What follows belongs to an exercise in optimizing a design on an open flow for small area, a short achievable clock period and few clock cycles; a production flow would make more cautious choices.
The RTL was checked by simulation tests, not by an equivalence proof against the original design.

$ cat flow/standard.sh
#!/bin/bash
# synth_recipe.tcl (not shown) runs the flow's synth.tcl, then flattens the netlist and writes it again
# the make line also repeats each setting of config.mk as NAME=value (left out here)
make -C /OpenROAD-flow-scripts/flow DESIGN_CONFIG=/design/flow/config.mk WORK_HOME=/design/flow/orfs CLKGATE_MAP_FILE= SYNTH_SCRIPT=/design/flow/synth_recipe.tcl "${@:-finish}"
$ cat flow/constraint.sdc
create_clock -name core_clock -period 22.0 [get_ports {clk}]
set_input_delay 4.4000 -clock core_clock [delete_from_list [all_inputs] [get_ports {clk}]]
set_output_delay 4.4000 -clock core_clock [all_outputs]
set_load 0.01 [all_outputs]
$ cat flow/flow/run.sh
#!/bin/bash
# Layout flow: the standard ORFS flow (standard synthesis unchanged), with
# the port buffers that global placement inserts made plain buf_1 cells
# instead of the default delay buffers. Every port still gets its buffer.
set -euo pipefail
export BUFFER_PORTS_ARGS="-buffer_cell sky130_fd_sc_hd__buf_1"
bash standard.sh > standard.log 2>&1
$ cat flow/design.v
module neuron_pe #(
    parameter int N     = 6,
    parameter int BITS  = 16,
    parameter int FRAC  = 8
) (
    input  logic                  clk,
    input  logic                  rst_n,
    input  logic                  load_w,
    input  logic                  start,
    input  logic                  bp,
    input  logic [1:0]            act_sel,
    input  logic [N*BITS-1:0]     x,
    input  logic [N*BITS-1:0]     w,
    input  logic [BITS-1:0]       b,
    input  logic [BITS-1:0]       dz_in,
    input  logic [BITS-1:0]       w_in,
    input  logic [BITS-1:0]       lr,
    output logic                  busy,
    output logic                  done,
    output logic [BITS-1:0]       y,
    output logic [(N+1)*BITS-1:0] w_out
);
    typedef logic signed [15:0] word_t;
    function automatic word_t sadd(input word_t a, input word_t c);
        logic signed [16:0] s;
        s = {a[15], a} + {c[15], c};
        if (s[16] != s[15])
            sadd = {s[16], {15{~s[16]}}};
        else
            sadd = s[15:0];
    endfunction
    function automatic word_t act_gate(input logic [1:0] a, input logic neg,
                                       input word_t v);
        act_gate = v;
        if (neg && (a != 2'b00)) begin
            if (a == 2'b10)
                act_gate = v >>> 3;
            else
                act_gate = '0;
        end
    endfunction
    function automatic word_t mux1h7(input logic [6:0] s, input word_t d0,
                                     input word_t d1, input word_t d2,
                                     input word_t d3, input word_t d4,
                                     input word_t d5, input word_t d6);
        mux1h7 = ({16{s[0]}} & d0) | ({16{s[1]}} & d1) | ({16{s[2]}} & d2) |
                 ({16{s[3]}} & d3) | ({16{s[4]}} & d4) | ({16{s[5]}} & d5) |
                 ({16{s[6]}} & d6);
    endfunction
    logic         mode;        
    logic [4:0]   cnt;
    logic         zneg;
    logic [1:0]   act_r;
    word_t        store [0:6];
    word_t        xr    [0:5];
    word_t        lr_r;
    word_t        D;
    word_t        P;
    logic [23:0]  r0, r1;      
    logic         c8;
    logic [5:0]   sa_x;        
    logic         sa_p;        
    logic         sa_l;        
    logic [5:0]   sb_w;        
    logic         sb_d;        
    logic         sb_p;        
    logic [6:0]   su;          
    logic         s_d;         
    logic         f0;          
    logic         f_acc;       
    logic         f_fin;       
    logic         b_g;         
    logic         b_t;         
    wire idle = ~busy;
    word_t opa, opb, prod, s_in1, sum;
    logic [23:0] n_r0, n_r1;
    logic        n_c8;
    always_comb begin
        opa = mux1h7({sa_l, sa_x}, xr[0], xr[1], xr[2], xr[3], xr[4], xr[5], lr_r)
            | ({16{sa_p}} & P);
        opb = mux1h7({sb_d, sb_w}, store[1], store[2], store[3], store[4],
                     store[5], store[6], D)
            | ({16{sb_p}} & P);
        s_in1 = mux1h7(su, store[0], store[1], store[2], store[3], store[4],
                       store[5], store[6])
              | ({16{s_d}} & D);
        sum = sadd(s_in1, prod);
    end
    np_pmul_s1 u_s1 (.a(opa), .b(opb), .r0(n_r0), .r1(n_r1), .c8(n_c8));
    np_pmul_s2 u_s2 (.r0(r0), .r1(r1), .c8(c8), .y(prod));
    logic       n_busy, n_mode, n_f, n_b;
    logic [4:0] n_cnt;
    always_comb begin
        if (idle) begin
            n_cnt  = '0;
            n_busy = start & ~load_w;
            n_mode = bp;
        end else begin
            n_cnt  = cnt + 5'd1;
            n_busy = ~done;
            n_mode = mode;
        end
        n_f = n_busy & ~n_mode;
        n_b = n_busy & n_mode;
    end
    logic [5:0] nb_x;
    logic       nb_ap, nb_al, nb_bd, nb_bp, nb_g, nb_t;
    logic [6:0] nb_u;
    always_comb begin
        nb_x  = '0;
        nb_ap = 1'b0; nb_al = 1'b0; nb_bd = 1'b0; nb_bp = 1'b0;
        nb_g  = 1'b0; nb_t  = 1'b0; nb_u  = '0;
        case (n_cnt)
            5'd0:  begin nb_ap = 1'b1; nb_bd = 1'b1; end
            5'd1:  begin nb_g = 1'b1; end
            5'd2:  begin nb_al = 1'b1; nb_bd = 1'b1; end
            5'd3:  begin nb_x[0] = 1'b1; nb_bd = 1'b1; nb_u[0] = 1'b1; end
            5'd4:  begin nb_x[1] = 1'b1; nb_bd = 1'b1; nb_t = 1'b1; end
            5'd5:  begin nb_al = 1'b1; nb_bp = 1'b1; nb_t = 1'b1; end
            5'd6:  begin nb_al = 1'b1; nb_bp = 1'b1; nb_u[1] = 1'b1; end
            5'd7:  begin nb_x[2] = 1'b1; nb_bd = 1'b1; nb_u[2] = 1'b1; end
            5'd8:  begin nb_x[3] = 1'b1; nb_bd = 1'b1; nb_t = 1'b1; end
            5'd9:  begin nb_al = 1'b1; nb_bp = 1'b1; nb_t = 1'b1; end
            5'd10: begin nb_al = 1'b1; nb_bp = 1'b1; nb_u[3] = 1'b1; end
            5'd11: begin nb_x[4] = 1'b1; nb_bd = 1'b1; nb_u[4] = 1'b1; end
            5'd12: begin nb_x[5] = 1'b1; nb_bd = 1'b1; nb_t = 1'b1; end
            5'd13: begin nb_al = 1'b1; nb_bp = 1'b1; nb_t = 1'b1; end
            5'd14: begin nb_al = 1'b1; nb_bp = 1'b1; nb_u[5] = 1'b1; end
            5'd15: begin nb_u[6] = 1'b1; end
            default: ;
        endcase
    end
    always_ff @(posedge clk or negedge rst_n) begin
        if (!rst_n) begin
            su    <= '0;
            f_fin <= 1'b0;
        end else begin
            su    <= n_b ? nb_u : 7'd0;
            f_fin <= n_f && n_cnt == 5'd6;
        end
    end
    always_ff @(posedge clk) begin
        for (int i = 0; i < 6; i++) begin
            sa_x[i] <= (n_f && n_cnt == 5'(i)) || (n_b && nb_x[i]);
            sb_w[i] <= n_f && n_cnt == 5'(i);
        end
        sa_p  <= n_b && nb_ap;
        sa_l  <= n_b && nb_al;
        sb_d  <= n_b && nb_bd;
        sb_p  <= n_b && nb_bp;
        s_d   <= n_f;
        f0    <= n_f && n_cnt == 5'd0;
        f_acc <= n_f && n_cnt >= 5'd1 && n_cnt <= 5'd5;
        b_g   <= n_b && nb_g;
        b_t   <= n_b && nb_t;
    end
    always_ff @(posedge clk) begin
        r0 <= n_r0;
        r1 <= n_r1;
        c8 <= n_c8;
        if (idle) begin
            for (int i = 0; i < 6; i++)
                xr[i] <= x[i*16 +: 16];
            lr_r  <= lr;
            act_r <= act_sel;
            D     <= dz_in;
            P     <= w_in;
        end else begin
            if (f0)
                D <= store[0];
            else if (f_acc)
                D <= sum;
            else if (b_g)
                D <= act_gate(act_r, zneg, prod);
            if (b_t)
                P <= prod;
        end
    end
    always_ff @(posedge clk or negedge rst_n) begin
        if (!rst_n) begin
            busy <= 1'b0;
            done <= 1'b0;
            mode <= 1'b0;
            cnt  <= '0;
            zneg <= 1'b0;
            y    <= '0;
            for (int k = 0; k < 7; k++)
                store[k] <= '0;
        end else begin
            busy <= n_busy;
            mode <= n_mode;
            cnt  <= n_cnt;
            done <= f_fin || (busy && mode && cnt == 5'd15);
            if (f_fin) begin
                y    <= act_gate(act_r, sum[15], sum);
                zneg <= sum[15];
            end
            if (idle && load_w) begin
                store[0] <= b;
                for (int i = 0; i < 6; i++)
                    store[i + 1] <= w[i*16 +: 16];
            end
            for (int k = 0; k < 7; k++)
                if (su[k])
                    store[k] <= sum;
        end
    end
    generate
        for (genvar k = 0; k <= 6; k++) begin : g_wout
            assign w_out[k*16 +: 16] = store[k];
        end
    endgenerate
endmodule
module np_pmul_s1 (
    input  logic [15:0] a,
    input  logic [15:0] b,
    output logic [23:0] r0,
    output logic [23:0] r1,
    output logic c8
);
    logic [16:0] bx;
    assign bx = {b, 1'b0};
    logic one0, two0, neg0;
    assign one0 = bx[1] ^ bx[0];
    assign two0 = (bx[2] & ~bx[1] & ~bx[0]) | (~bx[2] & bx[1] & bx[0]);
    assign neg0 = bx[2];
    logic [16:0] pp0;
    assign pp0[0] = ((one0 & a[0]) | (two0 & 1'b0)) ^ neg0;
    assign pp0[1] = ((one0 & a[1]) | (two0 & a[0])) ^ neg0;
    assign pp0[2] = ((one0 & a[2]) | (two0 & a[1])) ^ neg0;
    assign pp0[3] = ((one0 & a[3]) | (two0 & a[2])) ^ neg0;
    assign pp0[4] = ((one0 & a[4]) | (two0 & a[3])) ^ neg0;
    assign pp0[5] = ((one0 & a[5]) | (two0 & a[4])) ^ neg0;
    assign pp0[6] = ((one0 & a[6]) | (two0 & a[5])) ^ neg0;
    assign pp0[7] = ((one0 & a[7]) | (two0 & a[6])) ^ neg0;
    assign pp0[8] = ((one0 & a[8]) | (two0 & a[7])) ^ neg0;
    assign pp0[9] = ((one0 & a[9]) | (two0 & a[8])) ^ neg0;
    assign pp0[10] = ((one0 & a[10]) | (two0 & a[9])) ^ neg0;
    assign pp0[11] = ((one0 & a[11]) | (two0 & a[10])) ^ neg0;
    assign pp0[12] = ((one0 & a[12]) | (two0 & a[11])) ^ neg0;
    assign pp0[13] = ((one0 & a[13]) | (two0 & a[12])) ^ neg0;
    assign pp0[14] = ((one0 & a[14]) | (two0 & a[13])) ^ neg0;
    assign pp0[15] = ((one0 & a[15]) | (two0 & a[14])) ^ neg0;
    assign pp0[16] = ((one0 & a[15]) | (two0 & a[15])) ^ neg0;
    logic one1, two1, neg1;
    assign one1 = bx[3] ^ bx[2];
    assign two1 = (bx[4] & ~bx[3] & ~bx[2]) | (~bx[4] & bx[3] & bx[2]);
    assign neg1 = bx[4];
    logic [16:0] pp1;
    assign pp1[0] = ((one1 & a[0]) | (two1 & 1'b0)) ^ neg1;
    assign pp1[1] = ((one1 & a[1]) | (two1 & a[0])) ^ neg1;
    assign pp1[2] = ((one1 & a[2]) | (two1 & a[1])) ^ neg1;
    assign pp1[3] = ((one1 & a[3]) | (two1 & a[2])) ^ neg1;
    assign pp1[4] = ((one1 & a[4]) | (two1 & a[3])) ^ neg1;
    assign pp1[5] = ((one1 & a[5]) | (two1 & a[4])) ^ neg1;
    assign pp1[6] = ((one1 & a[6]) | (two1 & a[5])) ^ neg1;
    assign pp1[7] = ((one1 & a[7]) | (two1 & a[6])) ^ neg1;
    assign pp1[8] = ((one1 & a[8]) | (two1 & a[7])) ^ neg1;
    assign pp1[9] = ((one1 & a[9]) | (two1 & a[8])) ^ neg1;
    assign pp1[10] = ((one1 & a[10]) | (two1 & a[9])) ^ neg1;
    assign pp1[11] = ((one1 & a[11]) | (two1 & a[10])) ^ neg1;
    assign pp1[12] = ((one1 & a[12]) | (two1 & a[11])) ^ neg1;
    assign pp1[13] = ((one1 & a[13]) | (two1 & a[12])) ^ neg1;
    assign pp1[14] = ((one1 & a[14]) | (two1 & a[13])) ^ neg1;
    assign pp1[15] = ((one1 & a[15]) | (two1 & a[14])) ^ neg1;
    assign pp1[16] = ((one1 & a[15]) | (two1 & a[15])) ^ neg1;
    logic one2, two2, neg2;
    assign one2 = bx[5] ^ bx[4];
    assign two2 = (bx[6] & ~bx[5] & ~bx[4]) | (~bx[6] & bx[5] & bx[4]);
    assign neg2 = bx[6];
    logic [16:0] pp2;
    assign pp2[0] = ((one2 & a[0]) | (two2 & 1'b0)) ^ neg2;
    assign pp2[1] = ((one2 & a[1]) | (two2 & a[0])) ^ neg2;
    assign pp2[2] = ((one2 & a[2]) | (two2 & a[1])) ^ neg2;
    assign pp2[3] = ((one2 & a[3]) | (two2 & a[2])) ^ neg2;
    assign pp2[4] = ((one2 & a[4]) | (two2 & a[3])) ^ neg2;
    assign pp2[5] = ((one2 & a[5]) | (two2 & a[4])) ^ neg2;
    assign pp2[6] = ((one2 & a[6]) | (two2 & a[5])) ^ neg2;
    assign pp2[7] = ((one2 & a[7]) | (two2 & a[6])) ^ neg2;
    assign pp2[8] = ((one2 & a[8]) | (two2 & a[7])) ^ neg2;
    assign pp2[9] = ((one2 & a[9]) | (two2 & a[8])) ^ neg2;
    assign pp2[10] = ((one2 & a[10]) | (two2 & a[9])) ^ neg2;
    assign pp2[11] = ((one2 & a[11]) | (two2 & a[10])) ^ neg2;
    assign pp2[12] = ((one2 & a[12]) | (two2 & a[11])) ^ neg2;
    assign pp2[13] = ((one2 & a[13]) | (two2 & a[12])) ^ neg2;
    assign pp2[14] = ((one2 & a[14]) | (two2 & a[13])) ^ neg2;
    assign pp2[15] = ((one2 & a[15]) | (two2 & a[14])) ^ neg2;
    assign pp2[16] = ((one2 & a[15]) | (two2 & a[15])) ^ neg2;
    logic one3, two3, neg3;
    assign one3 = bx[7] ^ bx[6];
    assign two3 = (bx[8] & ~bx[7] & ~bx[6]) | (~bx[8] & bx[7] & bx[6]);
    assign neg3 = bx[8];
    logic [16:0] pp3;
    assign pp3[0] = ((one3 & a[0]) | (two3 & 1'b0)) ^ neg3;
    assign pp3[1] = ((one3 & a[1]) | (two3 & a[0])) ^ neg3;
    assign pp3[2] = ((one3 & a[2]) | (two3 & a[1])) ^ neg3;
    assign pp3[3] = ((one3 & a[3]) | (two3 & a[2])) ^ neg3;
    assign pp3[4] = ((one3 & a[4]) | (two3 & a[3])) ^ neg3;
    assign pp3[5] = ((one3 & a[5]) | (two3 & a[4])) ^ neg3;
    assign pp3[6] = ((one3 & a[6]) | (two3 & a[5])) ^ neg3;
    assign pp3[7] = ((one3 & a[7]) | (two3 & a[6])) ^ neg3;
    assign pp3[8] = ((one3 & a[8]) | (two3 & a[7])) ^ neg3;
    assign pp3[9] = ((one3 & a[9]) | (two3 & a[8])) ^ neg3;
    assign pp3[10] = ((one3 & a[10]) | (two3 & a[9])) ^ neg3;
    assign pp3[11] = ((one3 & a[11]) | (two3 & a[10])) ^ neg3;
    assign pp3[12] = ((one3 & a[12]) | (two3 & a[11])) ^ neg3;
    assign pp3[13] = ((one3 & a[13]) | (two3 & a[12])) ^ neg3;
    assign pp3[14] = ((one3 & a[14]) | (two3 & a[13])) ^ neg3;
    assign pp3[15] = ((one3 & a[15]) | (two3 & a[14])) ^ neg3;
    assign pp3[16] = ((one3 & a[15]) | (two3 & a[15])) ^ neg3;
    logic one4, two4, neg4;
    assign one4 = bx[9] ^ bx[8];
    assign two4 = (bx[10] & ~bx[9] & ~bx[8]) | (~bx[10] & bx[9] & bx[8]);
    assign neg4 = bx[10];
    logic [16:0] pp4;
    assign pp4[0] = ((one4 & a[0]) | (two4 & 1'b0)) ^ neg4;
    assign pp4[1] = ((one4 & a[1]) | (two4 & a[0])) ^ neg4;
    assign pp4[2] = ((one4 & a[2]) | (two4 & a[1])) ^ neg4;
    assign pp4[3] = ((one4 & a[3]) | (two4 & a[2])) ^ neg4;
    assign pp4[4] = ((one4 & a[4]) | (two4 & a[3])) ^ neg4;
    assign pp4[5] = ((one4 & a[5]) | (two4 & a[4])) ^ neg4;
    assign pp4[6] = ((one4 & a[6]) | (two4 & a[5])) ^ neg4;
    assign pp4[7] = ((one4 & a[7]) | (two4 & a[6])) ^ neg4;
    assign pp4[8] = ((one4 & a[8]) | (two4 & a[7])) ^ neg4;
    assign pp4[9] = ((one4 & a[9]) | (two4 & a[8])) ^ neg4;
    assign pp4[10] = ((one4 & a[10]) | (two4 & a[9])) ^ neg4;
    assign pp4[11] = ((one4 & a[11]) | (two4 & a[10])) ^ neg4;
    assign pp4[12] = ((one4 & a[12]) | (two4 & a[11])) ^ neg4;
    assign pp4[13] = ((one4 & a[13]) | (two4 & a[12])) ^ neg4;
    assign pp4[14] = ((one4 & a[14]) | (two4 & a[13])) ^ neg4;
    assign pp4[15] = ((one4 & a[15]) | (two4 & a[14])) ^ neg4;
    assign pp4[16] = ((one4 & a[15]) | (two4 & a[15])) ^ neg4;
    logic one5, two5, neg5;
    assign one5 = bx[11] ^ bx[10];
    assign two5 = (bx[12] & ~bx[11] & ~bx[10]) | (~bx[12] & bx[11] & bx[10]);
    assign neg5 = bx[12];
    logic [16:0] pp5;
    assign pp5[0] = ((one5 & a[0]) | (two5 & 1'b0)) ^ neg5;
    assign pp5[1] = ((one5 & a[1]) | (two5 & a[0])) ^ neg5;
    assign pp5[2] = ((one5 & a[2]) | (two5 & a[1])) ^ neg5;
    assign pp5[3] = ((one5 & a[3]) | (two5 & a[2])) ^ neg5;
    assign pp5[4] = ((one5 & a[4]) | (two5 & a[3])) ^ neg5;
    assign pp5[5] = ((one5 & a[5]) | (two5 & a[4])) ^ neg5;
    assign pp5[6] = ((one5 & a[6]) | (two5 & a[5])) ^ neg5;
    assign pp5[7] = ((one5 & a[7]) | (two5 & a[6])) ^ neg5;
    assign pp5[8] = ((one5 & a[8]) | (two5 & a[7])) ^ neg5;
    assign pp5[9] = ((one5 & a[9]) | (two5 & a[8])) ^ neg5;
    assign pp5[10] = ((one5 & a[10]) | (two5 & a[9])) ^ neg5;
    assign pp5[11] = ((one5 & a[11]) | (two5 & a[10])) ^ neg5;
    assign pp5[12] = ((one5 & a[12]) | (two5 & a[11])) ^ neg5;
    assign pp5[13] = ((one5 & a[13]) | (two5 & a[12])) ^ neg5;
    assign pp5[14] = ((one5 & a[14]) | (two5 & a[13])) ^ neg5;
    assign pp5[15] = ((one5 & a[15]) | (two5 & a[14])) ^ neg5;
    assign pp5[16] = ((one5 & a[15]) | (two5 & a[15])) ^ neg5;
    logic one6, two6, neg6;
    assign one6 = bx[13] ^ bx[12];
    assign two6 = (bx[14] & ~bx[13] & ~bx[12]) | (~bx[14] & bx[13] & bx[12]);
    assign neg6 = bx[14];
    logic [16:0] pp6;
    assign pp6[0] = ((one6 & a[0]) | (two6 & 1'b0)) ^ neg6;
    assign pp6[1] = ((one6 & a[1]) | (two6 & a[0])) ^ neg6;
    assign pp6[2] = ((one6 & a[2]) | (two6 & a[1])) ^ neg6;
    assign pp6[3] = ((one6 & a[3]) | (two6 & a[2])) ^ neg6;
    assign pp6[4] = ((one6 & a[4]) | (two6 & a[3])) ^ neg6;
    assign pp6[5] = ((one6 & a[5]) | (two6 & a[4])) ^ neg6;
    assign pp6[6] = ((one6 & a[6]) | (two6 & a[5])) ^ neg6;
    assign pp6[7] = ((one6 & a[7]) | (two6 & a[6])) ^ neg6;
    assign pp6[8] = ((one6 & a[8]) | (two6 & a[7])) ^ neg6;
    assign pp6[9] = ((one6 & a[9]) | (two6 & a[8])) ^ neg6;
    assign pp6[10] = ((one6 & a[10]) | (two6 & a[9])) ^ neg6;
    assign pp6[11] = ((one6 & a[11]) | (two6 & a[10])) ^ neg6;
    assign pp6[12] = ((one6 & a[12]) | (two6 & a[11])) ^ neg6;
    assign pp6[13] = ((one6 & a[13]) | (two6 & a[12])) ^ neg6;
    assign pp6[14] = ((one6 & a[14]) | (two6 & a[13])) ^ neg6;
    assign pp6[15] = ((one6 & a[15]) | (two6 & a[14])) ^ neg6;
    assign pp6[16] = ((one6 & a[15]) | (two6 & a[15])) ^ neg6;
    logic one7, two7, neg7;
    assign one7 = bx[15] ^ bx[14];
    assign two7 = (bx[16] & ~bx[15] & ~bx[14]) | (~bx[16] & bx[15] & bx[14]);
    assign neg7 = bx[16];
    logic [16:0] pp7;
    assign pp7[0] = ((one7 & a[0]) | (two7 & 1'b0)) ^ neg7;
    assign pp7[1] = ((one7 & a[1]) | (two7 & a[0])) ^ neg7;
    assign pp7[2] = ((one7 & a[2]) | (two7 & a[1])) ^ neg7;
    assign pp7[3] = ((one7 & a[3]) | (two7 & a[2])) ^ neg7;
    assign pp7[4] = ((one7 & a[4]) | (two7 & a[3])) ^ neg7;
    assign pp7[5] = ((one7 & a[5]) | (two7 & a[4])) ^ neg7;
    assign pp7[6] = ((one7 & a[6]) | (two7 & a[5])) ^ neg7;
    assign pp7[7] = ((one7 & a[7]) | (two7 & a[6])) ^ neg7;
    assign pp7[8] = ((one7 & a[8]) | (two7 & a[7])) ^ neg7;
    assign pp7[9] = ((one7 & a[9]) | (two7 & a[8])) ^ neg7;
    assign pp7[10] = ((one7 & a[10]) | (two7 & a[9])) ^ neg7;
    assign pp7[11] = ((one7 & a[11]) | (two7 & a[10])) ^ neg7;
    assign pp7[12] = ((one7 & a[12]) | (two7 & a[11])) ^ neg7;
    assign pp7[13] = ((one7 & a[13]) | (two7 & a[12])) ^ neg7;
    assign pp7[14] = ((one7 & a[14]) | (two7 & a[13])) ^ neg7;
    assign pp7[15] = ((one7 & a[15]) | (two7 & a[14])) ^ neg7;
    assign pp7[16] = ((one7 & a[15]) | (two7 & a[15])) ^ neg7;
    logic t1;
    logic t2;
    assign t1 = pp0[10] ^ pp1[8];
    assign t2 = pp0[10] & pp1[8];
    logic t3;
    logic t4;
    assign t3 = pp0[11] ^ pp1[9];
    assign t4 = pp0[11] & pp1[9];
    logic t5;
    logic t6;
    assign t5 = pp0[12] ^ pp1[10] ^ pp2[8];
    assign t6 = (pp0[12] & pp1[10]) | (pp0[12] & pp2[8]) | (pp1[10] & pp2[8]);
    logic t7;
    logic t8;
    assign t7 = pp3[6] ^ pp4[4];
    assign t8 = pp3[6] & pp4[4];
    logic t9;
    logic t10;
    assign t9 = pp0[13] ^ pp1[11] ^ pp2[9];
    assign t10 = (pp0[13] & pp1[11]) | (pp0[13] & pp2[9]) | (pp1[11] & pp2[9]);
    logic t11;
    logic t12;
    assign t11 = pp3[7] ^ pp4[5];
    assign t12 = pp3[7] & pp4[5];
    logic t13;
    logic t14;
    assign t13 = pp0[14] ^ pp1[12] ^ pp2[10];
    assign t14 = (pp0[14] & pp1[12]) | (pp0[14] & pp2[10]) | (pp1[12] & pp2[10]);
    logic t15;
    logic t16;
    assign t15 = pp3[8] ^ pp4[6] ^ pp5[4];
    assign t16 = (pp3[8] & pp4[6]) | (pp3[8] & pp5[4]) | (pp4[6] & pp5[4]);
    logic t17;
    logic t18;
    assign t17 = pp6[2] ^ pp7[0];
    assign t18 = pp6[2] & pp7[0];
    logic t19;
    logic t20;
    assign t19 = pp0[15] ^ pp1[13] ^ pp2[11];
    assign t20 = (pp0[15] & pp1[13]) | (pp0[15] & pp2[11]) | (pp1[13] & pp2[11]);
    logic t21;
    logic t22;
    assign t21 = pp3[9] ^ pp4[7] ^ pp5[5];
    assign t22 = (pp3[9] & pp4[7]) | (pp3[9] & pp5[5]) | (pp4[7] & pp5[5]);
    logic t23;
    logic t24;
    assign t23 = pp6[3] ^ pp7[1];
    assign t24 = pp6[3] & pp7[1];
    logic t25;
    logic t26;
    assign t25 = ~pp0[16] ^ pp1[14] ^ pp2[12];
    assign t26 = (~pp0[16] & pp1[14]) | (~pp0[16] & pp2[12]) | (pp1[14] & pp2[12]);
    logic t27;
    logic t28;
    assign t27 = pp3[10] ^ pp4[8] ^ pp5[6];
    assign t28 = (pp3[10] & pp4[8]) | (pp3[10] & pp5[6]) | (pp4[8] & pp5[6]);
    logic t29;
    logic t30;
    assign t29 = pp6[4] ^ pp7[2] ^ 1'b1;
    assign t30 = (pp6[4] & pp7[2]) | (pp6[4] & 1'b1) | (pp7[2] & 1'b1);
    logic t31;
    logic t32;
    assign t31 = pp1[15] ^ pp2[13] ^ pp3[11];
    assign t32 = (pp1[15] & pp2[13]) | (pp1[15] & pp3[11]) | (pp2[13] & pp3[11]);
    logic t33;
    logic t34;
    assign t33 = pp4[9] ^ pp5[7] ^ pp6[5];
    assign t34 = (pp4[9] & pp5[7]) | (pp4[9] & pp6[5]) | (pp5[7] & pp6[5]);
    logic t35;
    logic t36;
    assign t35 = pp7[3] ^ 1'b1;
    assign t36 = pp7[3] & 1'b1;
    logic t37;
    logic t38;
    assign t37 = ~pp1[16] ^ pp2[14] ^ pp3[12];
    assign t38 = (~pp1[16] & pp2[14]) | (~pp1[16] & pp3[12]) | (pp2[14] & pp3[12]);
    logic t39;
    logic t40;
    assign t39 = pp4[10] ^ pp5[8] ^ pp6[6];
    assign t40 = (pp4[10] & pp5[8]) | (pp4[10] & pp6[6]) | (pp5[8] & pp6[6]);
    logic t41;
    logic t42;
    assign t41 = pp2[15] ^ pp3[13] ^ pp4[11];
    assign t42 = (pp2[15] & pp3[13]) | (pp2[15] & pp4[11]) | (pp3[13] & pp4[11]);
    logic t43;
    logic t44;
    assign t43 = pp5[9] ^ pp6[7];
    assign t44 = pp5[9] & pp6[7];
    logic t45;
    logic t46;
    assign t45 = ~pp2[16] ^ pp3[14] ^ pp4[12];
    assign t46 = (~pp2[16] & pp3[14]) | (~pp2[16] & pp4[12]) | (pp3[14] & pp4[12]);
    logic t47;
    logic t48;
    assign t47 = pp3[15] ^ pp4[13];
    assign t48 = pp3[15] & pp4[13];
    logic t49;
    logic t50;
    assign t49 = pp0[6] ^ pp1[4];
    assign t50 = pp0[6] & pp1[4];
    logic t51;
    logic t52;
    assign t51 = pp0[7] ^ pp1[5];
    assign t52 = pp0[7] & pp1[5];
    logic t53;
    logic t54;
    assign t53 = pp0[8] ^ pp1[6] ^ pp2[4];
    assign t54 = (pp0[8] & pp1[6]) | (pp0[8] & pp2[4]) | (pp1[6] & pp2[4]);
    logic t55;
    logic t56;
    assign t55 = pp3[2] ^ pp4[0];
    assign t56 = pp3[2] & pp4[0];
    logic t57;
    logic t58;
    assign t57 = pp0[9] ^ pp1[7] ^ pp2[5];
    assign t58 = (pp0[9] & pp1[7]) | (pp0[9] & pp2[5]) | (pp1[7] & pp2[5]);
    logic t59;
    logic t60;
    assign t59 = pp3[3] ^ pp4[1];
    assign t60 = pp3[3] & pp4[1];
    logic t61;
    logic t62;
    assign t61 = t1 ^ pp2[6] ^ pp3[4];
    assign t62 = (t1 & pp2[6]) | (t1 & pp3[4]) | (pp2[6] & pp3[4]);
    logic t63;
    logic t64;
    assign t63 = pp4[2] ^ pp5[0] ^ neg5;
    assign t64 = (pp4[2] & pp5[0]) | (pp4[2] & neg5) | (pp5[0] & neg5);
    logic t65;
    logic t66;
    assign t65 = t2 ^ t3 ^ pp2[7];
    assign t66 = (t2 & t3) | (t2 & pp2[7]) | (t3 & pp2[7]);
    logic t67;
    logic t68;
    assign t67 = pp3[5] ^ pp4[3] ^ pp5[1];
    assign t68 = (pp3[5] & pp4[3]) | (pp3[5] & pp5[1]) | (pp4[3] & pp5[1]);
    logic t69;
    logic t70;
    assign t69 = t4 ^ t5 ^ t7;
    assign t70 = (t4 & t5) | (t4 & t7) | (t5 & t7);
    logic t71;
    logic t72;
    assign t71 = pp5[2] ^ pp6[0] ^ neg6;
    assign t72 = (pp5[2] & pp6[0]) | (pp5[2] & neg6) | (pp6[0] & neg6);
    logic t73;
    logic t74;
    assign t73 = t6 ^ t8 ^ t9;
    assign t74 = (t6 & t8) | (t6 & t9) | (t8 & t9);
    logic t75;
    logic t76;
    assign t75 = t11 ^ pp5[3] ^ pp6[1];
    assign t76 = (t11 & pp5[3]) | (t11 & pp6[1]) | (pp5[3] & pp6[1]);
    logic t77;
    logic t78;
    assign t77 = t10 ^ t12 ^ t13;
    assign t78 = (t10 & t12) | (t10 & t13) | (t12 & t13);
    logic t79;
    logic t80;
    assign t79 = t15 ^ t17 ^ neg7;
    assign t80 = (t15 & t17) | (t15 & neg7) | (t17 & neg7);
    logic t81;
    logic t82;
    assign t81 = t14 ^ t16 ^ t18;
    assign t82 = (t14 & t16) | (t14 & t18) | (t16 & t18);
    logic t83;
    logic t84;
    assign t83 = t19 ^ t21 ^ t23;
    assign t84 = (t19 & t21) | (t19 & t23) | (t21 & t23);
    logic t85;
    logic t86;
    assign t85 = t20 ^ t22 ^ t24;
    assign t86 = (t20 & t22) | (t20 & t24) | (t22 & t24);
    logic t87;
    logic t88;
    assign t87 = t25 ^ t27 ^ t29;
    assign t88 = (t25 & t27) | (t25 & t29) | (t27 & t29);
    logic t89;
    logic t90;
    assign t89 = t26 ^ t28 ^ t30;
    assign t90 = (t26 & t28) | (t26 & t30) | (t28 & t30);
    logic t91;
    logic t92;
    assign t91 = t31 ^ t33 ^ t35;
    assign t92 = (t31 & t33) | (t31 & t35) | (t33 & t35);
    logic t93;
    logic t94;
    assign t93 = t32 ^ t34 ^ t36;
    assign t94 = (t32 & t34) | (t32 & t36) | (t34 & t36);
    logic t95;
    logic t96;
    assign t95 = t37 ^ t39 ^ pp7[4];
    assign t96 = (t37 & t39) | (t37 & pp7[4]) | (t39 & pp7[4]);
    logic t97;
    logic t98;
    assign t97 = t38 ^ t40 ^ t41;
    assign t98 = (t38 & t40) | (t38 & t41) | (t40 & t41);
    logic t99;
    logic t100;
    assign t99 = t43 ^ pp7[5] ^ 1'b1;
    assign t100 = (t43 & pp7[5]) | (t43 & 1'b1) | (pp7[5] & 1'b1);
    logic t101;
    logic t102;
    assign t101 = t42 ^ t44 ^ t45;
    assign t102 = (t42 & t44) | (t42 & t45) | (t44 & t45);
    logic t103;
    logic t104;
    assign t103 = pp5[10] ^ pp6[8] ^ pp7[6];
    assign t104 = (pp5[10] & pp6[8]) | (pp5[10] & pp7[6]) | (pp6[8] & pp7[6]);
    logic t105;
    logic t106;
    assign t105 = t46 ^ t47 ^ pp5[11];
    assign t106 = (t46 & t47) | (t46 & pp5[11]) | (t47 & pp5[11]);
    logic t107;
    logic t108;
    assign t107 = pp6[9] ^ pp7[7] ^ 1'b1;
    assign t108 = (pp6[9] & pp7[7]) | (pp6[9] & 1'b1) | (pp7[7] & 1'b1);
    logic t109;
    logic t110;
    assign t109 = t48 ^ ~pp3[16] ^ pp4[14];
    assign t110 = (t48 & ~pp3[16]) | (t48 & pp4[14]) | (~pp3[16] & pp4[14]);
    logic t111;
    logic t112;
    assign t111 = pp5[12] ^ pp6[10] ^ pp7[8];
    assign t112 = (pp5[12] & pp6[10]) | (pp5[12] & pp7[8]) | (pp6[10] & pp7[8]);
    logic t113;
    logic t114;
    assign t113 = pp4[15] ^ pp5[13] ^ pp6[11];
    assign t114 = (pp4[15] & pp5[13]) | (pp4[15] & pp6[11]) | (pp5[13] & pp6[11]);
    logic t115;
    logic t116;
    assign t115 = pp7[9] ^ 1'b1;
    assign t116 = pp7[9] & 1'b1;
    logic t117;
    logic t118;
    assign t117 = ~pp4[16] ^ pp5[14] ^ pp6[12];
    assign t118 = (~pp4[16] & pp5[14]) | (~pp4[16] & pp6[12]) | (pp5[14] & pp6[12]);
    logic t119;
    logic t120;
    assign t119 = pp5[15] ^ pp6[13];
    assign t120 = pp5[15] & pp6[13];
    logic t121;
    logic t122;
    assign t121 = pp0[4] ^ pp1[2];
    assign t122 = pp0[4] & pp1[2];
    logic t123;
    logic t124;
    assign t123 = pp0[5] ^ pp1[3];
    assign t124 = pp0[5] & pp1[3];
    logic t125;
    logic t126;
    assign t125 = t49 ^ pp2[2] ^ pp3[0];
    assign t126 = (t49 & pp2[2]) | (t49 & pp3[0]) | (pp2[2] & pp3[0]);
    logic t127;
    logic t128;
    assign t127 = t50 ^ t51 ^ pp2[3];
    assign t128 = (t50 & t51) | (t50 & pp2[3]) | (t51 & pp2[3]);
    logic t129;
    logic t130;
    assign t129 = t52 ^ t53 ^ t55;
    assign t130 = (t52 & t53) | (t52 & t55) | (t53 & t55);
    logic t131;
    logic t132;
    assign t131 = t54 ^ t56 ^ t57;
    assign t132 = (t54 & t56) | (t54 & t57) | (t56 & t57);
    logic t133;
    logic t134;
    assign t133 = t58 ^ t60 ^ t61;
    assign t134 = (t58 & t60) | (t58 & t61) | (t60 & t61);
    logic t135;
    logic t136;
    assign t135 = t62 ^ t64 ^ t65;
    assign t136 = (t62 & t64) | (t62 & t65) | (t64 & t65);
    logic t137;
    logic t138;
    assign t137 = t66 ^ t68 ^ t69;
    assign t138 = (t66 & t68) | (t66 & t69) | (t68 & t69);
    logic t139;
    logic t140;
    assign t139 = t70 ^ t72 ^ t73;
    assign t140 = (t70 & t72) | (t70 & t73) | (t72 & t73);
    logic t141;
    logic t142;
    assign t141 = t74 ^ t76 ^ t77;
    assign t142 = (t74 & t76) | (t74 & t77) | (t76 & t77);
    logic t143;
    logic t144;
    assign t143 = t78 ^ t80 ^ t81;
    assign t144 = (t78 & t80) | (t78 & t81) | (t80 & t81);
    logic t145;
    logic t146;
    assign t145 = t82 ^ t84 ^ t85;
    assign t146 = (t82 & t84) | (t82 & t85) | (t84 & t85);
    logic t147;
    logic t148;
    assign t147 = t86 ^ t88 ^ t89;
    assign t148 = (t86 & t88) | (t86 & t89) | (t88 & t89);
    logic t149;
    logic t150;
    assign t149 = t90 ^ t92 ^ t93;
    assign t150 = (t90 & t92) | (t90 & t93) | (t92 & t93);
    logic t151;
    logic t152;
    assign t151 = t94 ^ t96 ^ t97;
    assign t152 = (t94 & t96) | (t94 & t97) | (t96 & t97);
    logic t153;
    logic t154;
    assign t153 = t98 ^ t100 ^ t101;
    assign t154 = (t98 & t100) | (t98 & t101) | (t100 & t101);
    logic t155;
    logic t156;
    assign t155 = t102 ^ t104 ^ t105;
    assign t156 = (t102 & t104) | (t102 & t105) | (t104 & t105);
    logic t157;
    logic t158;
    assign t157 = t106 ^ t108 ^ t109;
    assign t158 = (t106 & t108) | (t106 & t109) | (t108 & t109);
    logic t159;
    logic t160;
    assign t159 = t110 ^ t112 ^ t113;
    assign t160 = (t110 & t112) | (t110 & t113) | (t112 & t113);
    logic t161;
    logic t162;
    assign t161 = t114 ^ t116 ^ t117;
    assign t162 = (t114 & t116) | (t114 & t117) | (t116 & t117);
    logic t163;
    logic t164;
    assign t163 = t118 ^ t119 ^ pp7[11];
    assign t164 = (t118 & t119) | (t118 & pp7[11]) | (t119 & pp7[11]);
    logic t165;
    logic t166;
    assign t165 = t120 ^ ~pp5[16] ^ pp6[14];
    assign t166 = (t120 & ~pp5[16]) | (t120 & pp6[14]) | (~pp5[16] & pp6[14]);
    logic t167;
    logic t168;
    assign t167 = pp6[15] ^ pp7[13];
    assign t168 = pp6[15] & pp7[13];
    logic t169;
    logic t170;
    assign t169 = pp0[2] ^ pp1[0];
    assign t170 = pp0[2] & pp1[0];
    logic t171;
    logic t172;
    assign t171 = pp0[3] ^ pp1[1];
    assign t172 = pp0[3] & pp1[1];
    logic t173;
    logic t174;
    assign t173 = t121 ^ pp2[0] ^ neg2;
    assign t174 = (t121 & pp2[0]) | (t121 & neg2) | (pp2[0] & neg2);
    logic t175;
    logic t176;
    assign t175 = t122 ^ t123 ^ pp2[1];
    assign t176 = (t122 & t123) | (t122 & pp2[1]) | (t123 & pp2[1]);
    logic t177;
    logic t178;
    assign t177 = t124 ^ t125 ^ neg3;
    assign t178 = (t124 & t125) | (t124 & neg3) | (t125 & neg3);
    logic t179;
    logic t180;
    assign t179 = t126 ^ t127 ^ pp3[1];
    assign t180 = (t126 & t127) | (t126 & pp3[1]) | (t127 & pp3[1]);
    logic t181;
    logic t182;
    assign t181 = t128 ^ t129 ^ neg4;
    assign t182 = (t128 & t129) | (t128 & neg4) | (t129 & neg4);
    logic t183;
    logic t184;
    assign t183 = t130 ^ t131 ^ t59;
    assign t184 = (t130 & t131) | (t130 & t59) | (t131 & t59);
    logic t185;
    logic t186;
    assign t185 = t132 ^ t133 ^ t63;
    assign t186 = (t132 & t133) | (t132 & t63) | (t133 & t63);
    logic t187;
    logic t188;
    assign t187 = t134 ^ t135 ^ t67;
    assign t188 = (t134 & t135) | (t134 & t67) | (t135 & t67);
    logic t189;
    logic t190;
    assign t189 = t136 ^ t137 ^ t71;
    assign t190 = (t136 & t137) | (t136 & t71) | (t137 & t71);
    logic t191;
    logic t192;
    assign t191 = t138 ^ t139 ^ t75;
    assign t192 = (t138 & t139) | (t138 & t75) | (t139 & t75);
    logic t193;
    logic t194;
    assign t193 = t140 ^ t141 ^ t79;
    assign t194 = (t140 & t141) | (t140 & t79) | (t141 & t79);
    logic t195;
    logic t196;
    assign t195 = t142 ^ t143 ^ t83;
    assign t196 = (t142 & t143) | (t142 & t83) | (t143 & t83);
    logic t197;
    logic t198;
    assign t197 = t144 ^ t145 ^ t87;
    assign t198 = (t144 & t145) | (t144 & t87) | (t145 & t87);
    logic t199;
    logic t200;
    assign t199 = t146 ^ t147 ^ t91;
    assign t200 = (t146 & t147) | (t146 & t91) | (t147 & t91);
    logic t201;
    logic t202;
    assign t201 = t148 ^ t149 ^ t95;
    assign t202 = (t148 & t149) | (t148 & t95) | (t149 & t95);
    logic t203;
    logic t204;
    assign t203 = t150 ^ t151 ^ t99;
    assign t204 = (t150 & t151) | (t150 & t99) | (t151 & t99);
    logic t205;
    logic t206;
    assign t205 = t152 ^ t153 ^ t103;
    assign t206 = (t152 & t153) | (t152 & t103) | (t153 & t103);
    logic t207;
    logic t208;
    assign t207 = t154 ^ t155 ^ t107;
    assign t208 = (t154 & t155) | (t154 & t107) | (t155 & t107);
    logic t209;
    logic t210;
    assign t209 = t156 ^ t157 ^ t111;
    assign t210 = (t156 & t157) | (t156 & t111) | (t157 & t111);
    logic t211;
    logic t212;
    assign t211 = t158 ^ t159 ^ t115;
    assign t212 = (t158 & t159) | (t158 & t115) | (t159 & t115);
    logic t213;
    logic t214;
    assign t213 = t160 ^ t161 ^ pp7[10];
    assign t214 = (t160 & t161) | (t160 & pp7[10]) | (t161 & pp7[10]);
    logic t215;
    logic t216;
    assign t215 = t162 ^ t163 ^ 1'b1;
    assign t216 = (t162 & t163) | (t162 & 1'b1) | (t163 & 1'b1);
    logic t217;
    logic t218;
    assign t217 = t164 ^ t165 ^ pp7[12];
    assign t218 = (t164 & t165) | (t164 & pp7[12]) | (t165 & pp7[12]);
    logic t219;
    logic t220;
    assign t219 = t166 ^ t167 ^ 1'b1;
    assign t220 = (t166 & t167) | (t166 & 1'b1) | (t167 & 1'b1);
    logic t221;
    logic t222;
    assign t221 = t168 ^ ~pp6[16] ^ pp7[14];
    assign t222 = (t168 & ~pp6[16]) | (t168 & pp7[14]) | (~pp6[16] & pp7[14]);
    logic t223;
    logic t224;
    assign t223 = pp7[15] ^ 1'b1;
    assign t224 = pp7[15] & 1'b1;
    logic [31:0] s0, s1;
    logic [8:0] lo;
    assign s0 = {1'b1, t224, t222, t220, t218, t216, t214, t212, t210, t208, t206, t204, t202, t200, t198, t196, t194, t192, t190, t188, t186, t184, t182, t180, t178, t176, t174, t172, t170, t169, pp0[1], pp0[0]};
    assign s1 = {1'b0, ~pp7[16], t223, t221, t219, t217, t215, t213, t211, t209, t207, t205, t203, t201, t199, t197, t195, t193, t191, t189, t187, t185, t183, t181, t179, t177, t175, t173, t171, neg1, 1'b0, neg0};
    assign lo = {1'b0, s0[7:0]} + {1'b0, s1[7:0]};
    assign r0 = s0[31:8];
    assign r1 = s1[31:8];
    assign c8 = lo[8];
endmodule
module np_pmul_s2 (
    input  logic [23:0] r0,
    input  logic [23:0] r1,
    input  logic        c8,
    output logic [15:0] y
);
    logic [23:0] p;
    assign p = r0 + r1 + {23'd0, c8};
    wire ovf = ~((&p[23:15]) | ~(|p[23:15]));
    assign y = ovf ? {p[23], {15{~p[23]}}} : p[15:0];
endmodule
$ cat flow/config.mk
export PLATFORM = sky130hd
export DESIGN_NAME = neuron_pe
export DESIGN_NICKNAME = neuron_pe
export VERILOG_FILES = /design/flow/design.v
export SDC_FILE = /design/flow/constraint.sdc
export NUM_CORES = 4
export LEC_CHECK = 0
export ABC_AREA = 1
export CAP_MARGIN = 20
export CORE_MARGIN = 2
export CORE_UTILIZATION = 40
export SLEW_MARGIN = 20
==> results of run 1 <==
[metal layers]
layer  global-route usage  vias to the layer above  part of all wire  wire length, um
li1                     -                    10000                 -                -
met1                0.433                    11000              0.41            39500
met2                0.478                     1388              0.44            42600
met3               0.0705                      239              0.11            10900
met4                0.121                        2             0.043             4200
met5                    0                        -           0.00016               16
[worst max-delay path, delay by kind of cell (launching register included)]
family	cells	cell delay, ns
flip-flops	1	0.31
AO/OA/AOI/OAI	5	1.02
adder cells (fa/ha/maj)	4	1.73
AND/OR/NAND/NOR	17	2.56
buffers and inverters	2	0.37
[per-stage QoR]
stage	cell area (um^2)
after global placement	25500
after detailed placement	25500
final	27000
after CTS	27000
after floorplan	23500
after global routing	27000
[synth_stat cells (32+ instances only)]
library cell  instances  share of area
o211ai_1             36          0.011
clkbuf_1             83          0.013
xor2_1              134          0.050
a21oi_1             109          0.023
nand3_1             209          0.044
dfrtp_1             145           0.15
inv_1               329          0.052
nor2_1              131          0.021
o22ai_1             151          0.040
o221ai_1             32          0.012
o21ai_0              53          0.011
nand2_1             679           0.11
ha_1                 74          0.039
dfxtp_1              67          0.057
fa_1                 86          0.073
edfxtp_1            146           0.19
buf_2                34         0.0072
[cell families (layout without fill, tap and decap cells)]
group,Yosys count,in the layout,share of synthesized area
buffers and inverters,493,846,0.0860
XOR/XNOR,152,152,0.0566
flip-flops,358,358,0.398
AND/OR/NAND/NOR,1110,1110,0.201
adder cells (fa/ha/maj),160,160,0.113
AO/OA/AOI/OAI,505,505,0.146
multiplexers,1,1,0.000425
[worst paths after layout]
check	cells past startpoint	end	start
setup / recovery	28	D[11]	r0[0]
hold / removal	2	done	mode
setup reg to reg	28	D[11]	r0[0]
hold reg to reg	2	done	mode
max in group asynchronous	2	store[3][5]	rst_n
min in group asynchronous	1	store[1][11]	rst_n
[flip-flops by register name, indices dropped and copies added (netlist names), 7 cells and up]
name   cells
store    112
xr        96
su         7
r0        23
r1        23
y         16
lr_r      16
D         16
P         16
[placed cells by master (no fill, tap or decap), drive strengths merged, types with 4 or more instances in the layout]
| cell | count |
|---|---|
| nand2 | 696 |
| buf | 421 |
| inv | 346 |
| nand3 | 211 |
| o22ai | 169 |
| edfxtp | 146 |
| dfrtp | 145 |
| nor2 | 137 |
| xor2 | 134 |
| a21oi | 114 |
| fa | 86 |
| ha | 74 |
| o21ai | 68 |
| dfxtp | 67 |
| clkbuf | 57 |
| a221oi | 38 |
| o211ai | 36 |
| o221ai | 32 |
| nand4 | 26 |
| nor3 | 22 |
| a31oi | 19 |
| xnor2 | 18 |
| clkinv | 17 |
| a22o | 10 |
| o2111ai | 9 |
| nor4 | 9 |
| or2 | 4 |
[final cells by class]
cell class	instances	area, um^2
fillers	5846	30900
multi-input cells	1928	12200
flip-flops and latches	358	9350
repair buffers	422	1700
inverters	344	1300
clock buffers	56	1190
well taps	765	957
clock inverters	24	260
==> run_results.csv, run 1 <==
group,metric,value,unit
flow_run,drv_cap,0,
die,die_area,60800,um^2
global_route,grt_pass1_vias,21600,
global_route,grt_usage,0.314,
placement,dp.cells,3817,
critical_path,worstSetupPathType,"flop to flop",
sta,min_period,6.27,ns
clock_tree,clkSlewWorstSetupHoldPaths,0.06,ns
die,row_count,88,
clock_tree,cts_resized,0,
critical_path,cp_slowest_cell,"nand2_1",
critical_path,worst_setup_path_start_kind,"flop",
routing,firstDrtPassIters,6,
sta,hold_ws,0.505,ns
cells_and_area,final_nets,3520,
die,ios,393,
clock_tree,cts_made_buffers,43,
synthesis,yosys_warnings,3,
critical_path,worst_ep_arrival_time,6.58,ns
synthesis,netlist_area,23500,um^2
placement,pre_cts_ws,15.27,ns
sta,tightest_slew,1.10,ns
critical_path,end_kind,"flop",
worst_hold_path,hold_path_class,"flop to flop",
routing,drc,0,
die,fp.dieW,247,um
clock_tree,clockRootBuffer,"clkbuf_16",
routing,wire_per_inst,25.0,um
sta,hold_viol_final,0,
sta,final.period_utilization,0.285,
clock_tree,cts_tree,"yes",
clock_tree,cts_setup_buffers,0,
synthesis,ys_ff_latch,358,
sta,relSlewSlack,0.268,
sta,setup-tns-final,0,ns
routing,ant_nets,0,
clock_tree,clockBufferDepth,3,
die,die_h,247,um
critical_path,cpMostUsedCell,"nand2_1",
placement,gp_congestion,1.02,
critical_path,critPathMaxFanout,34,
die,start_util,0.406,
synthesis,seq_area_frac_synth,0.398,
global_route,gr-total-overflow,0,
clock_tree,clock-sinks,358,
sta,setup_viol,0,
sta,maxSlewViolCount,0,
global_route,antenna_found_initial,1,
sta,fin_ws,15.73,ns
placement,hpwl,74600,um
clock_tree,clkLatencyLatePin,0.63,ns
global_route,grt_max_degree,83,
cells_and_area,fin_util,0.466,
synthesis,synth-edff-count,146,
synthesis,synthArstFlopShare,0.405,
critical_path,r2r_setup_slack,15.73,ns
cells_and_area,drive_gt1_frac,0.0626,
clock_tree,cts_max_level,2,
synthesis,syn_nets,3202,
synthesis,avgSynthCellArea,8.47,um^2
critical_path,cp.required,22.31,ns
cells_and_area,antenna_cells,0,
sta,rsz0062_at_grt,"false",
placement,numPortBuffers,392,
status,outcome,"complete, no violations",
cells_and_area,syn_to_final_growth,14.6,%
sta,timing.fmax,160,MHz
die,coreArea,57900,um^2
clock_tree,cts_hold_buf,0,
global_route,grt_pass1_wl,141000,um
routing,num_vias,22700,
routing,routed_via_density,5.82,
routing,drtIter0Drc,2771,
synthesis,synth_cells,2779,
critical_path,worst_path_largest_cell_delay,0.56,ns
synthesis,synth_flop_cell,"edfxtp_1",
synthesis,synth_cell_types,61,
cells_and_area,fin_cells,3897,
routing,drt_wl_total,97200,um
sta,finalClockSkew,0.0676,ns
Testbench counts, summed over its fixed seeds: cycles 10,392.
==> run 2: changes to the inputs <==
--- a/flow/config.mk
+++ b/flow/config.mk
@@ -10,3 +10,3 @@
 export CORE_MARGIN = 2
 export CORE_UTILIZATION = 40
-export SLEW_MARGIN = 20
+export SLEW_MARGIN = 60
==> run 2 against run 1 <==
Compared with the run above: clock skew fell by 0.012 ns; maximum frequency rose by 3.9%; final cell count rose by 0.36%; global-route usage is essentially flat; critical endpoint is now D[9]; largest cell class unchanged; highest routed layer is now met4.
==> run_results.csv, run 2 <==
group,metric,value,unit
routing,drt_wl_total,97400,um
sta,hold_viol_final,0,
die,die_h,247,um
placement,dp.cells,3829,
critical_path,cp_slowest_cell,"fa_1",
clock_tree,clkSlewWorstSetupHoldPaths,0.06,ns
sta,tightest_slew,0.664,ns
sta,rsz0062_at_grt,"false",
synthesis,synth_flop_cell,"edfxtp_1",
critical_path,worst_path_largest_cell_delay,0.52,ns
synthesis,synthTopCellsByArea,"edfxtp_1 19%, dfrtp_1 15%, nand2_1 11%",
cells_and_area,reg_top3,"store (112), xr (96)",
flow_run,drv_cap,0,
global_route,grt_pass1_wl,140000,um
critical_path,worst_ep_arrival_time,6.37,ns
die,ios,393,
synthesis,synth-edff-count,146,
synthesis,yosys_warnings,3,
sta,finalClockSkew,0.0560,ns
clock_tree,cts_max_level,2,
critical_path,cp.required,22.34,ns
cells_and_area,drive_gt1_frac,0.0791,
cells_and_area,stdcell_area,27300,um^2
routing,firstDrtPassIters,7,
synthesis,syn_nets,3202,
worst_hold_path,hold_path_class,"flop to flop",
sta,relSlewSlack,0.552,
global_route,gr-total-overflow,0,
routing,routed_via_density,5.84,
cells_and_area,antenna_cells,0,
clock_tree,cts_setup_buffers,0,
routing,ant_nets,0,
cells_and_area,largest_reg_flops,112,
sta,hold_ws,0.510,ns
synthesis,synth_cell_types,61,
cells_and_area,final_nets,3535,
critical_path,critPathMaxFanout,34,
die,coreArea,57900,um^2
status,outcome,"complete, no violations",
synthesis,ys_ff_latch,358,
synthesis,synthArstFlopShare,0.405,
routing,drc,0,
global_route,grt_max_degree,72,
sta,setup-tns-final,0,ns
clock_tree,cts_tree,"yes",
clock_tree,clkLatencyLatePin,0.60,ns
clock_tree,cts_made_buffers,42,
placement,dpl_cell_area,25800,um^2
placement,hpwl,74800,um
synthesis,yosysTopAreaCell,"edfxtp_1",
placement,gp_congestion,1.02,
clock_tree,clockRootBuffer,"clkbuf_16",
synthesis,synth_top_area_share,0.186,
critical_path,end_kind,"flop",
sta,timing.fmax,166,MHz
cells_and_area,fin_cells,3911,
die,row_count,88,
synthesis,avgSynthCellArea,8.47,um^2
synthesis,yosysMostFrequentCell,"nand2_1",
routing,wire_per_inst,24.9,um
clock_tree,cts_resized,0,
critical_path,worst_setup_path_start_kind,"flop",
clock_tree,clockBufferDepth,3,
sta,setup_viol,0,
routing,num_vias,22800,
cells_and_area,fin_util,0.471,
synthesis,synthTopCellsByCount,"679 x nand2_1, 329 x inv_1, 209 x nand3_1, 151 x o22ai_1, 146 x edfxtp_1",
critical_path,worstSetupPathType,"flop to flop",
clock_tree,clock-sinks,358,
sta,maxSlewViolCount,0,
sta,final.period_utilization,0.274,
die,start_util,0.406,
synthesis,netlist_area,23500,um^2
critical_path,reg2reg_depth,30,
global_route,grt_pass1_vias,21600,
sta,min_period,6.03,ns
global_route,antenna_found_initial,1,
worst_hold_path,hold_depth,2,
cells_and_area,top_register,"store",
placement,numPortBuffers,392,
cells_and_area,final_cell_mix,"664 x nand2_1, 392 x buf_1, 319 x inv_1",
cells_and_area,syn_to_final_growth,16.0,%
synthesis,synth_cells,2779,
die,die_area,60800,um^2
die,fp.dieW,247,um
global_route,grt_usage,0.314,
cells_and_area,mostFrequentLayoutCell,"nand2_1",
critical_path,cpMostUsedCell,"nand2_1",
routing,drtIter0Drc,2772,
synthesis,seq_area_frac_synth,0.398,
clock_tree,cts_hold_buf,0,
==> run 2: worst paths after layout <==
path / start / end / slack (ns)
max: r0[0] / D[9] / 15.97
min: mode / done / 0.51
max reg2reg: r0[0] / D[9] / 15.97
min reg2reg: mode / done / 0.51
max in group asynchronous: rst_n / su[1] / 17.15
min in group asynchronous: rst_n / store[1][11] / 3.66
==> run 2: layer usage <==
| layer | GRT usage | vias up | share of wire |
|---|---|---|---|
| met1 | 0.433 | 11100 | 0.41 |
| met3 | 0.0668 | 265 | 0.11 |
| li1 | - | 10000 | - |
| met5 | 0 | - | 0 |
| met2 | 0.475 | 1424 | 0.44 |
| met4 | 0.133 | 0 | 0.046 |
==> run 2: cell families (layout without fill, tap and decap cells) <==
family	after synthesis	in the layout	synth area share
AO/OA/AOI/OAI	505	505	0.146
XOR/XNOR	152	152	0.0566
adder cells (fa/ha/maj)	160	160	0.113
buffers and inverters	493	860	0.0860
flip-flops	358	358	0.398
multiplexers	1	1	0.000425
AND/OR/NAND/NOR	1110	1110	0.201
==> run 2: through the flow <==
stage / worst slack, ns
finish: 15.97
global route: 15.56
CTS: 16.08
detailed placement: 15.49
global placement: 15.32
floorplan: 16.36
==> run 2: cell type report <==
cell class                 count  area [um^2]
clock buffer                  59         1200
clock inverter                19          215
fill                        5776        30600
inverter                     344         1310
multi-input combinational   1928        12400
sequential                   358         9370
tap                          765          957
timing repair buffer         438         1890
==> run 2: critical path: cells and delay by family (launching register included) <==
family	cells	cell delay (ns)
and+or+nand+nor	20	2.48
AOI/OAI and AO/OA	3	0.42
DFF	1	0.31
buffers and inverters	3	0.89
adders and majority gates	4	1.71
==> run 3: changes to the inputs <==
--- a/flow/config.mk
+++ b/flow/config.mk
@@ -7,6 +7,6 @@
 export LEC_CHECK = 0
 export ABC_AREA = 1
-export CAP_MARGIN = 20
+export CAP_MARGIN = 40
 export CORE_MARGIN = 2
-export CORE_UTILIZATION = 40
+export CORE_UTILIZATION = 55
 export SLEW_MARGIN = 60
==> run 3 against run 2 <==
Compared with the run above: still clean on timing, DRC and antenna; sequential share of layout area up 0.61 points; synthesized area is the same; cell area is 1.7% lower; wire length is 6.1% lower; worst setup slack got worse by 0.080 ns; flip-flop and latch count did not move; global-route usage increased by 9.4 points; register-to-register slack got worse by 0.08 ns.
==> run_results.csv, run 3 <==
group,metric,value,unit
synthesis,syn_nets,3202,
synthesis,synthTopCellsByArea,"edfxtp_1 19%, dfrtp_1 15%, nand2_1 11%",
sta,tightest_slew,0.700,ns
sta,setup-tns-final,0,ns
clock_tree,clockRootBuffer,"clkbuf_16",
clock_tree,cts_max_level,2,
cells_and_area,fin_util,0.637,
sta,timing.fmax,164,MHz
critical_path,r2r_setup_slack,15.89,ns
cells_and_area,final_cell_mix,"666 x nand2_1, 391 x buf_1, 320 x inv_1",
clock_tree,clkSlewWorstSetupHoldPaths,0.07,ns
sta,fin_ws,15.89,ns
clock_tree,cts_resized,0,
synthesis,synth_top_area_share,0.186,
critical_path,worstSetupPathType,"flop to flop",
cells_and_area,syn_to_final_growth,14.0,%
die,start_util,0.558,
synthesis,muxShareOfSynthArea,0.000425,
clock_tree,cts_tree,"yes",
routing,num_vias,22900,
synthesis,synth_cell_types,61,
synthesis,synthArstFlopShare,0.405,
critical_path,cp_slowest_cell,"fa_1",
cells_and_area,mostFrequentLayoutCell,"nand2_1",
placement,dpl_cell_area,25500,um^2
sta,rsz0062_at_grt,"false",
placement,gp_congestion,1.06,
clock_tree,cts_made_buffers,39,
critical_path,cpMostUsedCell,"nand2_1",
synthesis,synth_top_family_by_area,"simple AND/OR/NAND/NOR gates",
critical_path,cp.buffers_inverters,2,
cells_and_area,drive_gt1_frac,0.0779,
critical_path,cp.required,22.31,ns
flow_run,drv_cap,0,
synthesis,synth_xor_area_frac,0.0566,
sta,final.period_utilization,0.278,
synthesis,seq_area_frac_synth,0.398,
routing,drtIter0Drc,2997,
synthesis,synth_cells,2779,
routing,ant_nets,0,
critical_path,worst_ep_arrival_time,6.42,ns
synthesis,netlist_area,23500,um^2
die,die_area,44500,um^2
critical_path,critPathMaxFanout,34,
routing,routed_via_density,6.23,
clock_tree,cts_setup_buffers,0,
critical_path,worst_setup_path_start_kind,"flop",
cells_and_area,largest_reg_flops,112,
synthesis,yosysTopAreaCell,"edfxtp_1",
clock_tree,clkLatencyLatePin,0.58,ns
critical_path,reg2reg_depth,30,
cells_and_area,fillers,3616,
worst_hold_path,hold_depth,2,
global_route,antenna_found_initial,3,
cells_and_area,stdcell_area,26800,um^2
cells_and_area,reg_top3,"store (112), xr (96)",
routing,wire_per_inst,24.9,um
synthesis,synth_flop_cell,"edfxtp_1",
synthesis,yosys.area_share.simple,0.201,
clock_tree,clockBufferDepth,3,
routing,drc,0,
sta,hold_viol_final,0,
placement,numPortBuffers,392,
clock_tree,clock-sinks,358,
die,die_h,211,um
synthesis,synth-adder-area-share,0.113,
global_route,grt_pass1_vias,21600,
synthesis,yosys_warnings,3,
synthesis,avgSynthCellArea,8.47,um^2
synthesis,synth_compound_area_frac,0.146,
critical_path,cp_top_family,"simple AND/OR/NAND/NOR gates",
routing,firstDrtPassIters,7,
worst_hold_path,hold_path_class,"flop to flop",
critical_path,worst_path_largest_cell_delay,0.51,ns
sta,hold_ws,0.513,ns
synthesis,synth-edff-count,146,
sta,setup_viol,0,
die,row_count,75,
die,coreArea,42100,um^2
global_route,grt_pass1_wl,134000,um
sta,min_period,6.11,ns
synthesis,ys_ff_latch,358,
sta,relSlewSlack,0.533,
sta,finalClockSkew,0.0318,ns
synthesis,synthTopCellsByCount,"679 x nand2_1, 329 x inv_1, 209 x nand3_1, 151 x o22ai_1, 146 x edfxtp_1",
die,fp.dieW,211,um
critical_path,end_kind,"flop",
global_route,grt_usage,0.408,
global_route,gr-total-overflow,0,
global_route,grt_max_degree,80,
placement,hpwl,70100,um
status,outcome,"complete, no violations",
clock_tree,cts_hold_buf,0,
placement,pre_cts_ws,15.67,ns
cells_and_area,top_register,"store",
synthesis,yosysMostFrequentCell,"nand2_1",
sta,maxSlewViolCount,0,
cells_and_area,final_nets,3526,
die,ios,393,
critical_path,path_depth,30,
routing,drt_wl_total,91400,um
## run 3: cells by family (layout without fill, tap and decap cells)
| group | count (synthesis) | after routing |
|---|---|---|
| xor+xnor | 152 | 152 |
| fa+ha+maj | 160 | 160 |
| flops | 358 | 358 |
| buf+inv | 493 | 847 |
| compound gates | 505 | 505 |
| mux | 1 | 1 |
| simple gates | 1110 | 1110 |
| other cells | 0 | 1 |
## run 3: final cells by class
| class | instances | area, um^2 | share of cell area |
|---|---|---|---|
| clock buffer | 58 | 1130 | 0.0421 |
| tap | 539 | 674 | 0.0251 |
| clock inverter | 13 | 119 | 0.00443 |
| timing repair buffer | 432 | 1880 | 0.0700 |
| antenna | 1 | 2.50 | 0.0000932 |
| inverter | 344 | 1310 | 0.0487 |
| sequential | 358 | 9380 | 0.349 |
| multi-input combinational | 1928 | 12300 | 0.460 |
## run 3: worst paths after layout
path	from	endpoint
max	r0[0]	D[12]
min	y[15]	y[15]
max reg2reg	r0[0]	D[12]
min reg2reg	y[15]	y[15]
max in group asynchronous	rst_n	store[2][7]
min in group asynchronous	rst_n	store[4][7]
## run 3: metrics by stage
stage	cells
floorplan	2779
global placement	3589
detailed placement	3598
CTS	3669
global route	3672
finish	3673
## run 3: worst min-delay path, stage by stage, from the launching register on
cell and delay (ns):
dfrtp_1 0.35, nand2_1 0.06, o21ai_0 0.07
## run 3: per-layer routing
layer	vias up	track usage	routed length [um]
met1	10900	0.567	36400
met4	0	0.176	4480
li1	10000	-	-
met5	-	0	0
met2	1597	0.614	39700
met3	316	0.0950	10900

what the ideal ports hide:
No port has a modelled driver above. Below, the same layouts with a new extraction and two added sets of constraints. Step 1 (the two cells are an assumption about what drives the block):
set clk [get_ports {clk}]
set_driving_cell -lib_cell sky130_fd_sc_hd__clkbuf_16 $clk
set_driving_cell -lib_cell sky130_fd_sc_hd__buf_2 [delete_from_list [all_inputs] $clk]
Step 2 also shifts input and output timing later by t, the mid clock arrival at the registers, as if the neighbouring blocks saw the same clock. Three values: ideal ports, drivers, drivers and shift; two values: the first two.
| run | t (ns) | setup slack, ns | worst slew at a driven data input, ns |
|---|---|---|---|
| run 1 | 0.658 | 15.732 / 15.732 / 15.153 | 0.07 |
| run 2 | 0.635 | 15.966 / 15.966 / 15.473 | 0.07 |
| run 3 | 0.618 | 15.886 / 15.886 / 15.576 | 0.06 |
After both steps every run listed still meets setup and hold. The setup slack of run 1, which loses most, moves by 0.000 ns with the drivers and by -0.579 ns with both steps.
